This is an optimization exercise on Yosys and OpenROAD, whose aim is small area, a short achievable clock period and few clock cycles per item, not a production implementation.
Only simulation tests tie the RTL to the original design; equivalence was not proved.
Power is estimated from default activity; no workload was simulated.

==> flow/design.v <==
`default_nettype none
package ufph_pkg;
	localparam int INDEX_W     = 8;
	localparam int KIND_W      = 2;
	localparam int DEF_ENTRIES = 256;
	localparam int LUT_DEPTH   = 1 << INDEX_W;
	localparam logic [KIND_W-1:0] KIND_FIND   = 2'd0;
	localparam logic [KIND_W-1:0] KIND_UNITE  = 2'd1;
	localparam logic [KIND_W-1:0] KIND_CLEAR  = 2'd2;
	typedef struct packed {
		logic [KIND_W-1:0]  kind;
		logic [INDEX_W-1:0] first_index;
		logic [INDEX_W-1:0] second_index;
	} req_t;
	typedef struct packed {
		logic [INDEX_W-1:0] root;
		logic               joined;
	} rsp_t;
endpackage
`default_nettype wire
`default_nettype none
module union_find_path_halving #(
	parameter int ENTRIES = ufph_pkg::DEF_ENTRIES
) (
	input  wire logic            clk,
	input  wire logic            arst_n,
	input  wire logic            req_valid,
	output logic                 req_ready,
	input  wire ufph_pkg::req_t  req_data,
	output logic                 rsp_valid,
	input  wire logic            rsp_ready,
	output ufph_pkg::rsp_t       rsp_data
);
	localparam int DEPTH = (ENTRIES < ufph_pkg::LUT_DEPTH) ? ENTRIES : ufph_pkg::LUT_DEPTH;
	localparam int AW    = (DEPTH > 1) ? $clog2(DEPTH) : 1;
	localparam int HW    = (AW > 2) ? AW - 2 : 0;    
	localparam int NC    = 1 << (AW - HW);           
	localparam int QN    = 5;                        
	localparam int OW    = $clog2(QN + 1);
	logic [AW-1:0] wrap_lut [ufph_pkg::LUT_DEPTH];
	for (genvar g = 0; g < ufph_pkg::LUT_DEPTH; g++) begin : g_wrap
		localparam int WRAPPED = g % ENTRIES;
		assign wrap_lut[g] = AW'(WRAPPED);
	end
	logic                        ready_q;
	logic                        a_vld_q;
	logic [ufph_pkg::KIND_W-1:0] a_kind_q;
	logic [AW-1:0]               a_a_q;
	logic [AW-1:0]               a_b_q;
	logic                        b_vld_q;
	logic [ufph_pkg::KIND_W-1:0] b_kind_q;
	logic [AW-1:0]               b_a_q;
	logic [AW-1:0]               b_b_q;
	logic [NC-1:0][AW-1:0]       b_ca_q;
	logic [NC-1:0][AW-1:0]       b_cb_q;
	logic                        c_vld_q;
	logic [ufph_pkg::KIND_W-1:0] c_kind_q;
	logic [AW-1:0]               c_a_q;
	logic [AW-1:0]               c_b_q;
	logic [AW-1:0]               c_ra_q;
	logic [AW-1:0]               c_rb_q;
	logic                        u_uni_q;    
	logic                        u_clr_q;    
	logic [AW-1:0]               u_from_q;
	logic [AW-1:0]               u_to_q;
	logic                        d_uni_q;
	logic                        d_clr_q;
	logic [AW-1:0]               d_from_q;
	logic [AW-1:0]               d_to_q;
	logic                        t_clr_q;
	logic                        t_nuni_q;
	logic [AW-1:0]               t_nfrom_q;  
	logic [AW-1:0]               t_from_q;   
	logic                        t_uni_q;    
	logic [AW-1:0]               t_wt_q;
	logic [AW-1:0]               t_wc_q;
	logic [QN-1:0]               q_vld_q;
	logic [QN-1:0][ufph_pkg::INDEX_W:0] q_q;
	logic [DEPTH-1:0][AW-1:0]    tab_q;
	logic                        accept;
	logic                        pop;
	logic [AW-1:0]               b_ra;
	logic [AW-1:0]               b_rb;
	logic [AW-1:0]               ra;
	logic [AW-1:0]               rb;
	logic                        differ;
	logic                        c_uni;
	logic                        c_clr;
	ufph_pkg::rsp_t              res;
	logic [QN-1:0]               q_vld_d;
	logic [OW-1:0]               occ_q;      
	assign req_ready = ready_q;
	assign accept    = req_valid && ready_q;
	assign pop       = q_vld_q[0] && rsp_ready;
	for (genvar k = 0; k < NC; k++) begin : g_cand
		always_ff @(posedge clk) begin
			b_ca_q[k] <= tab_q[{k[AW-HW-1:0], a_a_q[HW-1:0]}];
			b_cb_q[k] <= tab_q[{k[AW-HW-1:0], a_b_q[HW-1:0]}];
		end
	end
	function automatic logic [AW-1:0] fix1(
		input logic [AW-1:0] r,
		input logic [AW-1:0] x,
		input logic          uni,
		input logic          clr,
		input logic [AW-1:0] from,
		input logic [AW-1:0] to
	);
		if (clr) begin
			fix1 = x;
		end else if (uni && (r == from)) begin
			fix1 = to;
		end else begin
			fix1 = r;
		end
	endfunction
	assign b_ra = fix1(b_ca_q[b_a_q[AW-1:HW]] ^ b_a_q, b_a_q, d_uni_q, d_clr_q, d_from_q, d_to_q);
	assign b_rb = fix1(b_cb_q[b_b_q[AW-1:HW]] ^ b_b_q, b_b_q, d_uni_q, d_clr_q, d_from_q, d_to_q);
	function automatic logic [AW-1:0] fix2(
		input logic [AW-1:0] r,
		input logic [AW-1:0] x,
		input logic          d_uni,
		input logic          d_clr,
		input logic [AW-1:0] d_from,
		input logic [AW-1:0] d_to,
		input logic          u_uni,
		input logic          u_clr,
		input logic [AW-1:0] u_from,
		input logic [AW-1:0] u_to
	);
		logic [AW-1:0] v;
		logic          hit_u;
		if (d_clr) begin
			v = x;
			hit_u = (x == u_from);
		end else if (d_uni && (r == d_from)) begin
			v = d_to;
			hit_u = (d_to == u_from);
		end else begin
			v = r;
			hit_u = (r == u_from);
		end
		if (u_clr) begin
			v = x;
		end else if (u_uni && hit_u) begin
			v = u_to;
		end
		fix2 = v;
	endfunction
	assign ra = fix2(c_ra_q, c_a_q, d_uni_q, d_clr_q, d_from_q, d_to_q,
		u_uni_q, u_clr_q, u_from_q, u_to_q);
	assign rb = fix2(c_rb_q, c_b_q, d_uni_q, d_clr_q, d_from_q, d_to_q,
		u_uni_q, u_clr_q, u_from_q, u_to_q);
	assign differ = (ra != rb);
	assign c_uni  = c_vld_q && (c_kind_q == ufph_pkg::KIND_UNITE) && differ;
	assign c_clr  = c_vld_q && (c_kind_q == ufph_pkg::KIND_CLEAR);
	always_comb begin
		res = '0;
		case (c_kind_q)
			ufph_pkg::KIND_FIND: begin
				res.root = ufph_pkg::INDEX_W'(ra);
			end
			ufph_pkg::KIND_UNITE: begin
				res.root   = ufph_pkg::INDEX_W'(ra);
				res.joined = differ;
			end
			default: begin
			end
		endcase
	end
	for (genvar i = 0; i < DEPTH; i++) begin : g_ent
		localparam logic [AW-1:0] IDX = AW'(i);
		logic          hit;
		logic [AW-1:0] wd;
		assign wd  = (t_wt_q & ~IDX) | (t_wc_q & IDX);
		if (i < DEPTH / 2) begin : g_lo
			assign hit = t_clr_q || (!t_nuni_q && ((tab_q[i] ^ IDX) == ~t_nfrom_q));
		end else begin : g_hi
			assign hit = t_clr_q || (t_uni_q && ((tab_q[i] ^ IDX) == t_from_q));
		end
		always_ff @(posedge clk) begin
			if (hit) begin
				tab_q[i] <= wd;
			end
		end
	end
	always_comb begin
		q_vld_d = q_vld_q;
		if (pop) begin
			q_vld_d = {1'b0, q_vld_q[QN-1:1]};
		end
		if (c_vld_q) begin
			q_vld_d = {q_vld_d[QN-2:0], 1'b1};
		end
	end
	for (genvar j = 0; j < QN; j++) begin : g_q
		logic below;   
		logic here;    
		if (j == 0) begin : g_first
			assign below = 1'b1;
		end else begin : g_rest
			assign below = pop ? q_vld_q[j] : q_vld_q[j-1];
		end
		if (j == QN - 1) begin : g_last
			assign here = pop ? 1'b0 : q_vld_q[j];
		end else begin : g_inner
			assign here = pop ? q_vld_q[j+1] : q_vld_q[j];
		end
		if (j == 0) begin : g_head
			logic ld;
			logic sh;
			logic hd;
			assign ld = c_vld_q && !here;
			assign sh = !ld && pop;
			assign hd = !ld && !pop;
			always_ff @(posedge clk) begin
				q_q[0] <= ({(ufph_pkg::INDEX_W + 1){ld}} & res) |
					({(ufph_pkg::INDEX_W + 1){sh}} & q_q[1]) |
					({(ufph_pkg::INDEX_W + 1){hd}} & q_q[0]);
			end
		end else begin : g_body
			always_ff @(posedge clk) begin
				if (c_vld_q && below && !here) begin
					q_q[j] <= res;
				end else if (pop) begin
					if (j < QN - 1) begin
						q_q[j] <= q_q[(j < QN - 1) ? j + 1 : j];
					end
				end
			end
		end
	end
	always_ff @(posedge clk or negedge arst_n) begin
		if (!arst_n) begin
			ready_q  <= 1'b0;
			occ_q    <= '0;
			a_vld_q  <= 1'b0;
			b_vld_q  <= 1'b0;
			c_vld_q  <= 1'b0;
			u_uni_q  <= 1'b0;
			u_clr_q  <= 1'b0;
			d_uni_q  <= 1'b0;
			d_clr_q  <= 1'b0;
			t_clr_q  <= 1'b1;
			t_nuni_q <= 1'b1;
			t_from_q <= '0;
			t_wt_q   <= '0;
			t_wc_q   <= '0;
			q_vld_q  <= '0;
		end else begin
			if (accept && !pop) begin
				occ_q   <= occ_q + 1'b1;
				ready_q <= (occ_q < OW'(QN - 1));
			end else if (pop && !accept) begin
				occ_q   <= occ_q - 1'b1;
				ready_q <= 1'b1;
			end else begin
				ready_q <= (occ_q < OW'(QN));
			end
			a_vld_q  <= accept;
			b_vld_q  <= a_vld_q;
			c_vld_q  <= b_vld_q;
			u_uni_q  <= c_uni;
			u_clr_q  <= c_clr;
			d_uni_q  <= u_uni_q;
			d_clr_q  <= u_clr_q;
			t_clr_q  <= c_clr;
			t_nuni_q <= !c_uni;
			t_from_q <= ra;
			t_wt_q   <= c_clr ? '0 : rb;
			t_wc_q   <= c_clr ? '0 : ~rb;
			q_vld_q  <= q_vld_d;
		end
	end
	always_ff @(posedge clk) begin
		a_kind_q  <= req_data.kind;
		a_a_q     <= wrap_lut[req_data.first_index];
		a_b_q     <= wrap_lut[req_data.second_index];
		b_kind_q  <= a_kind_q;
		b_a_q     <= a_a_q;
		b_b_q     <= a_b_q;
		c_kind_q  <= b_kind_q;
		c_a_q     <= b_a_q;
		c_b_q     <= b_b_q;
		c_ra_q    <= b_ra;
		c_rb_q    <= b_rb;
		u_from_q  <= ra;
		u_to_q    <= rb;
		t_nfrom_q <= ~ra;
		t_uni_q   <= c_uni;
		d_from_q  <= u_from_q;
		d_to_q    <= u_to_q;
	end
	assign rsp_valid = q_vld_q[0];
	assign rsp_data  = q_q[0];
endmodule
`default_nettype wire
Settings: LEC_CHECK=0, CAP_MARGIN=20, CORE_MARGIN=2, CORE_UTILIZATION=55, CTS_CLUSTER_DIAMETER=80, CTS_CLUSTER_SIZE=30, PLACE_DENSITY=0.65, SETUP_SLACK_MARGIN=5.0, SLEW_MARGIN=20; clock period 8.0 ns.
run.sh (not shown) runs the stock make flow with config.mk's settings and CLKGATE_MAP_FILE= SYNTH_SCRIPT=/design/flow/synth_recipe.tcl, a recipe that flattens the netlist after the stock synthesis.
Testbench counts at the start, summed over its fixed seeds: cycles 14,432, items 14,400.
Next try:
--- a/flow/design.v
+++ b/flow/design.v
@@ -111,14 +111,12 @@
 		end else if (uni && (r == from)) begin
 			fix1 = to;
 		end else begin
 			fix1 = r;
 		end
 	endfunction
-	assign b_ra = fix1(b_ca_q[b_a_q[AW-1:HW]] ^ b_a_q, b_a_q, d_uni_q, d_clr_q, d_from_q, d_to_q);
-	assign b_rb = fix1(b_cb_q[b_b_q[AW-1:HW]] ^ b_b_q, b_b_q, d_uni_q, d_clr_q, d_from_q, d_to_q);
 	function automatic logic [AW-1:0] fix2(
 		input logic [AW-1:0] r,
 		input logic [AW-1:0] x,
 		input logic          d_uni,
 		input logic          d_clr,
 		input logic [AW-1:0] d_from,
@@ -144,16 +142,18 @@
 			v = x;
 		end else if (u_uni && hit_u) begin
 			v = u_to;
 		end
 		fix2 = v;
 	endfunction
-	assign ra = fix2(c_ra_q, c_a_q, d_uni_q, d_clr_q, d_from_q, d_to_q,
+	assign b_ra = fix2(b_ca_q[b_a_q[AW-1:HW]] ^ b_a_q, b_a_q, d_uni_q, d_clr_q, d_from_q, d_to_q,
 		u_uni_q, u_clr_q, u_from_q, u_to_q);
-	assign rb = fix2(c_rb_q, c_b_q, d_uni_q, d_clr_q, d_from_q, d_to_q,
+	assign b_rb = fix2(b_cb_q[b_b_q[AW-1:HW]] ^ b_b_q, b_b_q, d_uni_q, d_clr_q, d_from_q, d_to_q,
 		u_uni_q, u_clr_q, u_from_q, u_to_q);
+	assign ra = fix1(c_ra_q, c_a_q, u_uni_q, u_clr_q, u_from_q, u_to_q);
+	assign rb = fix1(c_rb_q, c_b_q, u_uni_q, u_clr_q, u_from_q, u_to_q);
 	assign differ = (ra != rb);
 	assign c_uni  = c_vld_q && (c_kind_q == ufph_pkg::KIND_UNITE) && differ;
 	assign c_clr  = c_vld_q && (c_kind_q == ufph_pkg::KIND_CLEAR);
 	always_comb begin
 		res = '0;
 		case (c_kind_q)
After rerunning: Sequential share of layout area came out lower by 0.35 points; combinational power barely changes; non-clock buffer count came out higher by 11; wire length climbs by 1.8%; maximum frequency rises by 2.6%; worst hold slack barely changes.
Testbench counts after the change, summed over its fixed seeds: cycles 14,432, items 14,400.

[separate check: timing with driven ports]
The flow's constraints put no driver on any port. The routed layouts listed below were extracted and timed again, unchanged, in two steps.
Step 1 assumes that a clkbuf_16 drives the clock port and a buf_2 every other input.
Step 2 moves the port delays by t, midway between the first and last clock arrival at a register: inputs arrive t later, outputs are due t later. That takes back most of the time a late clock gives input paths.
Slacks: ideal / step 1 / step 2; pairs: ideal / step 1.
run | t, ns | setup slack, ns | hold WS [ns] | worst register clock-pin slew, ns | cell pins on the clock port's net
the first run | 0.920 | 4.863 / 4.863 / 4.102 | 0.336 / 0.336 / 0.336 | 0.11 / 0.11 | 1
the second run | 0.932 | 4.943 / 4.935 / 4.210 | 0.337 / 0.337 / 0.337 | 0.12 / 0.12 | 1
After both steps setup and hold are still met in every run listed. The setup slack of the first run, which loses most, moves by 0.000 ns with the drivers and by -0.761 ns with both steps.
